This is an optimization exercise on Yosys and OpenROAD, whose aim is small area, a short achievable clock period and few clock cycles, not a production implementation.
Only simulation tests tie the RTL to the original design; equivalence was not proved.
No activity file was given, so power comes from the tool's default toggle rates.

==> flow/design.v <==
`default_nettype none
package fqmr_pkg;
    localparam int DEF_QUEUE_DEPTH = 16;
    localparam int DEF_VALUE_BITS  = 32;
    localparam logic [1:0] FUNC_PUSH   = 2'd0;
    localparam logic [1:0] FUNC_POP    = 2'd1;
    localparam logic [1:0] FUNC_REMOVE = 2'd2;
    localparam logic [1:0] FUNC_LIST   = 2'd3;
    localparam logic [1:0] STAT_OK    = 2'd0;
    localparam logic [1:0] STAT_FULL  = 2'd1;
    localparam logic [1:0] STAT_EMPTY = 2'd2;
endpackage
`default_nettype wire
`default_nettype none
module fqmr_store #(
    parameter int QUEUE_DEPTH = fqmr_pkg::DEF_QUEUE_DEPTH,
    parameter int VALUE_BITS  = fqmr_pkg::DEF_VALUE_BITS
) (
    input  wire                               i_clk,
    input  wire  [QUEUE_DEPTH-1:0]            i_sh,
    input  wire  [QUEUE_DEPTH-1:0]            i_ld,
    input  wire  [QUEUE_DEPTH-1:0]            i_hold,
    input  wire  [VALUE_BITS-1:0]             i_wdata,
    output logic [QUEUE_DEPTH*VALUE_BITS-1:0] o_q
);
    logic [VALUE_BITS-1:0] r_q [QUEUE_DEPTH];
    always_ff @(posedge i_clk) begin
        for (int i = 0; i < QUEUE_DEPTH - 1; i++) begin
            r_q[i] <= ({VALUE_BITS{i_ld[i]}} & i_wdata) |
                      ({VALUE_BITS{i_sh[i]}} & r_q[i + 1]) |
                      ({VALUE_BITS{i_hold[i]}} & r_q[i]);
        end
        r_q[QUEUE_DEPTH-1] <= ({VALUE_BITS{i_ld[QUEUE_DEPTH-1]}} & i_wdata) |
                              ({VALUE_BITS{i_hold[QUEUE_DEPTH-1]}} & r_q[QUEUE_DEPTH-1]);
    end
    always_comb begin
        for (int i = 0; i < QUEUE_DEPTH; i++) begin
            o_q[i*VALUE_BITS +: VALUE_BITS] = r_q[i];
        end
    end
endmodule
`default_nettype wire
`default_nettype none
module fqmr_seq #(
    parameter int QUEUE_DEPTH = fqmr_pkg::DEF_QUEUE_DEPTH,
    parameter int VALUE_BITS  = fqmr_pkg::DEF_VALUE_BITS
) (
    input  wire  [VALUE_BITS-1:0]             i_key,
    input  wire  [QUEUE_DEPTH*VALUE_BITS-1:0] i_q,
    input  wire  [VALUE_BITS-1:0]             i_wdata,
    output logic [QUEUE_DEPTH-1:0]            o_eq,
    output logic                              o_eq_wdata
);
    always_comb begin
        for (int i = 0; i < QUEUE_DEPTH; i++) begin
            o_eq[i] = (i_q[i*VALUE_BITS +: VALUE_BITS] == i_key);
        end
        o_eq_wdata = (i_wdata == i_key);
    end
endmodule
`default_nettype wire
`default_nettype none
module fifo_queue_with_match_remove #(
    parameter int QUEUE_DEPTH = fqmr_pkg::DEF_QUEUE_DEPTH,
    parameter int VALUE_BITS  = fqmr_pkg::DEF_VALUE_BITS
) (
    input  wire         i_clk,
    input  wire         i_rst_n,
    input  wire         i_s_tvalid,
    output logic        o_s_tready,
    input  wire  [31:0] i_s_tdata,    
    input  wire  [1:0]  i_s_tuser,    
    output logic        o_m_tvalid,
    input  wire         i_m_tready,
    output logic [63:0] o_m_tdata,    
    output logic [4:0]  o_m_tuser,    
    output logic        o_m_tlast     
);
    localparam int N = QUEUE_DEPTH;
    localparam int W = VALUE_BITS;
    logic         r_v;
    logic         r_push, r_pop, r_rem, r_list;
    logic [W-1:0] r_d;      
    logic [N-1:0] r_e;      
    logic         r_lk;     
    logic         r_last;   
    logic         r_o_v;
    logic [W-1:0] r_o_entry;
    logic [4:0]   r_o_user;
    logic         r_o_last;
    logic [N-1:0] r_len;
    logic [N*W-1:0] q;
    logic [W-1:0]   q0, q1;
    logic [N-1:0]   sh, ld, hold, sh_q;
    logic [W-1:0]   wdata;
    logic [N-1:0]   eq;
    logic           eq_wd;
    logic           ofree, exec, last, done, load, rot;
    logic [N-1:0]   h, pre, len_nxt;
    logic           hit, h0;
    logic [N-1:0]   e_nxt;
    assign q0 = q[0 +: W];
    assign q1 = q[W +: W];
    assign ofree = !r_o_v || i_m_tready;
    assign exec  = r_v && ofree && i_rst_n;
    assign last  = r_last;
    assign done  = exec && last;
    assign rot   = r_list && r_lk;
    assign o_s_tready = !r_v || (ofree && last);
    assign load       = i_s_tvalid && o_s_tready;
    assign h = r_e & r_len;
    always_comb begin
        pre[0] = h[0];
        for (int i = 1; i < N; i++) begin
            pre[i] = pre[i-1] | h[i];
        end
    end
    assign hit = pre[N-1];
    assign h0  = h[0];
    always_comb begin
        for (int i = 0; i < N; i++) begin
            sh[i] = exec && (r_pop || (r_rem && pre[i]) ||
                             (rot && i >= 1 && i < N - 1 && r_len[(i + 1) % N]));
            ld[i] = exec && ((r_push && !r_len[i] && (i == 0 || r_len[(i + N - 1) % N])) ||
                             (rot && i >= 1 && r_len[i] && (i == N - 1 || !r_len[(i + 1) % N])));
        end
    end
    assign wdata = rot ? q1 : r_d;
    always_comb begin
        sh_q = sh;
        sh_q[0] = sh[0] && r_len[1];
        hold = ~(ld | sh);
        hold[0] = !(ld[0] || sh[0]) && i_rst_n;
    end
    fqmr_store #(
        .QUEUE_DEPTH (N),
        .VALUE_BITS  (W)
    ) u_store (
        .i_clk   (i_clk),
        .i_sh    (sh_q),
        .i_ld    (ld),
        .i_hold  (hold),
        .i_wdata (wdata),
        .o_q     (q)
    );
    fqmr_seq #(
        .QUEUE_DEPTH (N),
        .VALUE_BITS  (W)
    ) u_cmp (
        .i_key      (i_s_tdata),
        .i_q        (q),
        .i_wdata    (r_d),
        .o_eq       (eq),
        .o_eq_wdata (eq_wd)
    );
    always_comb begin
        for (int i = 0; i < N; i++) begin
            if (ld[i]) begin
                e_nxt[i] = rot ? eq[1] : eq_wd;
            end else if (sh[i]) begin
                e_nxt[i] = (i < N - 1) ? eq[(i + 1) % N] : 1'b0;
            end else begin
                e_nxt[i] = eq[i];
            end
        end
    end
    always_comb begin
        len_nxt = r_len;
        if (exec) begin
            if (r_push) begin
                len_nxt = {r_len[N-2:0], 1'b1};
            end else if (r_pop || (r_rem && hit)) begin
                len_nxt = {1'b0, r_len[N-1:1]};
            end
        end
    end
    logic         e0, e1;
    logic [W-1:0] res_entry;
    logic [4:0]   res_user;
    assign e0 = r_len[0] && (r_pop || (r_list && !r_lk));
    assign e1 = rot;
    assign res_entry   = ({W{e0}} & q0) | ({W{e1}} & q1);
    assign res_user[0] = r_push && r_len[N-1];
    assign res_user[1] = r_pop && !r_len[0];
    assign res_user[2] = r_rem && hit;
    assign res_user[3] = (r_pop || r_list) && r_len[0];
    assign res_user[4] = !r_push && ((r_pop || (r_rem && h0)) ? !r_len[1] : !r_len[0]);
    always_ff @(posedge i_clk) begin
        if (!i_rst_n) begin
            r_v   <= 1'b0;
            r_o_v <= 1'b0;
            r_len <= '0;
            r_lk  <= 1'b0;
        end else begin
            if (ofree) begin
                r_o_v <= r_v;
            end
            if (load) begin
                r_v  <= 1'b1;
                r_lk <= 1'b0;
            end else if (done) begin
                r_v <= 1'b0;
            end else if (exec && r_list) begin
                r_lk <= 1'b1;
            end
            r_len <= len_nxt;
        end
        if (load) begin
            r_push <= (i_s_tuser == fqmr_pkg::FUNC_PUSH);
            r_pop  <= (i_s_tuser == fqmr_pkg::FUNC_POP);
            r_rem  <= (i_s_tuser == fqmr_pkg::FUNC_REMOVE);
            r_list <= (i_s_tuser == fqmr_pkg::FUNC_LIST);
            r_e    <= e_nxt;
            r_last <= (i_s_tuser != fqmr_pkg::FUNC_LIST) || !len_nxt[0] || !len_nxt[1];
        end else if (exec && r_list) begin
            r_last <= !(r_lk ? r_d[1] : r_len[2]);
        end
        if (ofree) begin
            r_o_entry <= res_entry;
            r_o_user  <= res_user;
            r_o_last  <= last;
        end
        if (load) begin
            r_d <= i_s_tdata;
        end else if (exec && r_list) begin
            r_d[N-3:0] <= r_lk ? {1'b0, r_d[N-3:1]} : r_len[N-1:2];
        end
    end
    assign o_m_tvalid = r_o_v;
    assign o_m_tdata  = {q0, r_o_entry};
    assign o_m_tuser  = r_o_user;
    assign o_m_tlast  = r_o_last;
endmodule
`default_nettype wire
clock: 5.0 ns
lec_check: 0
cap_margin: 20
core_margin: 2
core_utilization: 40
cts_cluster_diameter: 80
cts_cluster_size: 25
place_density: 0.6
setup_slack_margin: 2.4
slew_margin: 20
standard.sh (not shown) runs the stock make flow with config.mk's settings and CLKGATE_MAP_FILE= SYNTH_SCRIPT=/design/flow/synth_recipe.tcl, a recipe that flattens the netlist after the stock synthesis.
==> flow/flow/run.sh <==
#!/bin/bash
# Standard layout (the standard flow's own synthesis and ORFS steps), with two changes to how
# the layout is made: the port buffers are buf_4 cells instead of the delay
# buffers buffer_ports picks by default, and the resizer may swap a cell for one
# with a different footprint. Each tool's full output goes to a log file here.
set -euo pipefail
bash standard.sh MATCH_CELL_FOOTPRINT=0 \
    "BUFFER_PORTS_ARGS=-buffer_cell sky130_fd_sc_hd__buf_4" \
    finish > standard_flow.log 2>&1
Testbench counts at the start, summed over its fixed seeds: cycles 5,447.
Then changed:
- CTS_CLUSTER_DIAMETER: 80 -> not set
- CTS_CLUSTER_SIZE: 25 -> not set
- SETUP_SLACK_MARGIN: 2.4 -> 2.5
Effect: The new run finished clean; synthesized area does not change; wire length came out higher by 1.0%; fmax came out higher by 4.0%; power came out higher by 11%; synthesized cell count stays the same; sequential cell count stays the same; clock-buffer cell count came out higher by 57; die area is unchanged; clock power came out higher by 38%.
Then changed:
- CTS_CLUSTER_DIAMETER: not set -> 80
- CTS_CLUSTER_SIZE: not set -> 25
Result: The new run finished with timing, DRC and antenna clean; wire length decreases by 0.98%; fmax decreases by 0.98%; core utilization decreases by 1.7 points.
Then changed:
- SETUP_SLACK_MARGIN: 2.5 -> 2.6
- TNS_END_PERCENT: not set -> 5
- register-to-register slack got worse by 0.04 ns
- power climbs slightly
- routed wire length climbs by a few percent
- worst setup slack got worse by 0.044 ns

---

red:
// fifo_queue_with_match_remove: RTL as listed in full above, without the edits since
export LEC_CHECK = 0
export CAP_MARGIN = 20
export CORE_MARGIN = 2
export CORE_UTILIZATION = 40
export CTS_CLUSTER_DIAMETER = 80
export CTS_CLUSTER_SIZE = 25
export PLACE_DENSITY = 0.6
export SETUP_SLACK_MARGIN = 2.65
export SLEW_MARGIN = 20
create_clock -name core_clock -period 5.0 [get_ports {i_clk}]
Scripts as last shown in full above: flow/flow/run.sh
Testbench counts of red, summed over its fixed seeds: cycles 5,447.
[inputs] blue vs red
-- flow/config.mk --
<<< red, line 13
export PLACE_DENSITY = 0.6
export SETUP_SLACK_MARGIN = 2.65
export SLEW_MARGIN = 20
>>> blue, line 13
export PLACE_DENSITY = 0.6
export SETUP_SLACK_MARGIN = 2.5
export SLEW_MARGIN = 20
export TNS_END_PERCENT = 5
Summary of blue over red: final worst-path cycle share increased by 3.9 points relative to the old numbers; wire length of the first global-routing pass increased by 2.7% relative to the old numbers; maximum frequency decreased by 27 MHz relative to the old numbers; final routed wirelength across all metal layers increased by about 1.4% relative to the old numbers; clock buffer and inverter area fraction after layout increased by 0.38 points relative to the old numbers.
On placement-stage cell area, blue tracks red almost exactly.
blue against red: synthesized cell count flat; number of antenna violations at the first check in global routing up 2.
When blue is set beside red, its cell area after layout turns out to be 9.1% smaller.
blue went all the way through synthesis, placement and routing and the layout is clean on timing, DRC and antenna.

## separate check: timing with driven ports
No port has a modelled driver above. Below, the same layouts with a new extraction and two added sets of constraints. Step 1, drivers: a clkbuf_16 drives i_clk and a buf_2 each remaining input, both assumed. Step 2 moves the port delays by t, midway between the first and last clock arrival at a register: inputs arrive t later, outputs are due t later. That takes back most of the time a late clock gives input paths. a / b / c = no drivers / after step 1 / after step 2; a / b = the first two.
run | t (ns) | setup WS [ns] | worst setup path after step 2 | worst slew at a driven data input, ns
the first run of note 1 | 0.670 | 2.343 / 2.343 / 1.771 | input to register | 0.05
the second run of note 1 | 0.665 | 2.445 / 2.433 / 1.837 | input to register | 0.07
the third run of note 1 | 0.647 | 2.420 / 2.420 / 1.921 | input to register | 0.07
the fourth run of note 1 | 0.650 | 2.375 / 2.375 / 1.765 | input to register | 0.07
red | 0.655 | 2.427 / 2.427 / 1.936 | input to register | 0.07
blue | 0.654 | 2.234 / 2.248 / 1.594 | input to register | 0.09
After both steps every run listed still meets setup and hold. The setup slack of blue, which loses most, moves by +0.014 ns with the drivers and by -0.640 ns with both steps.
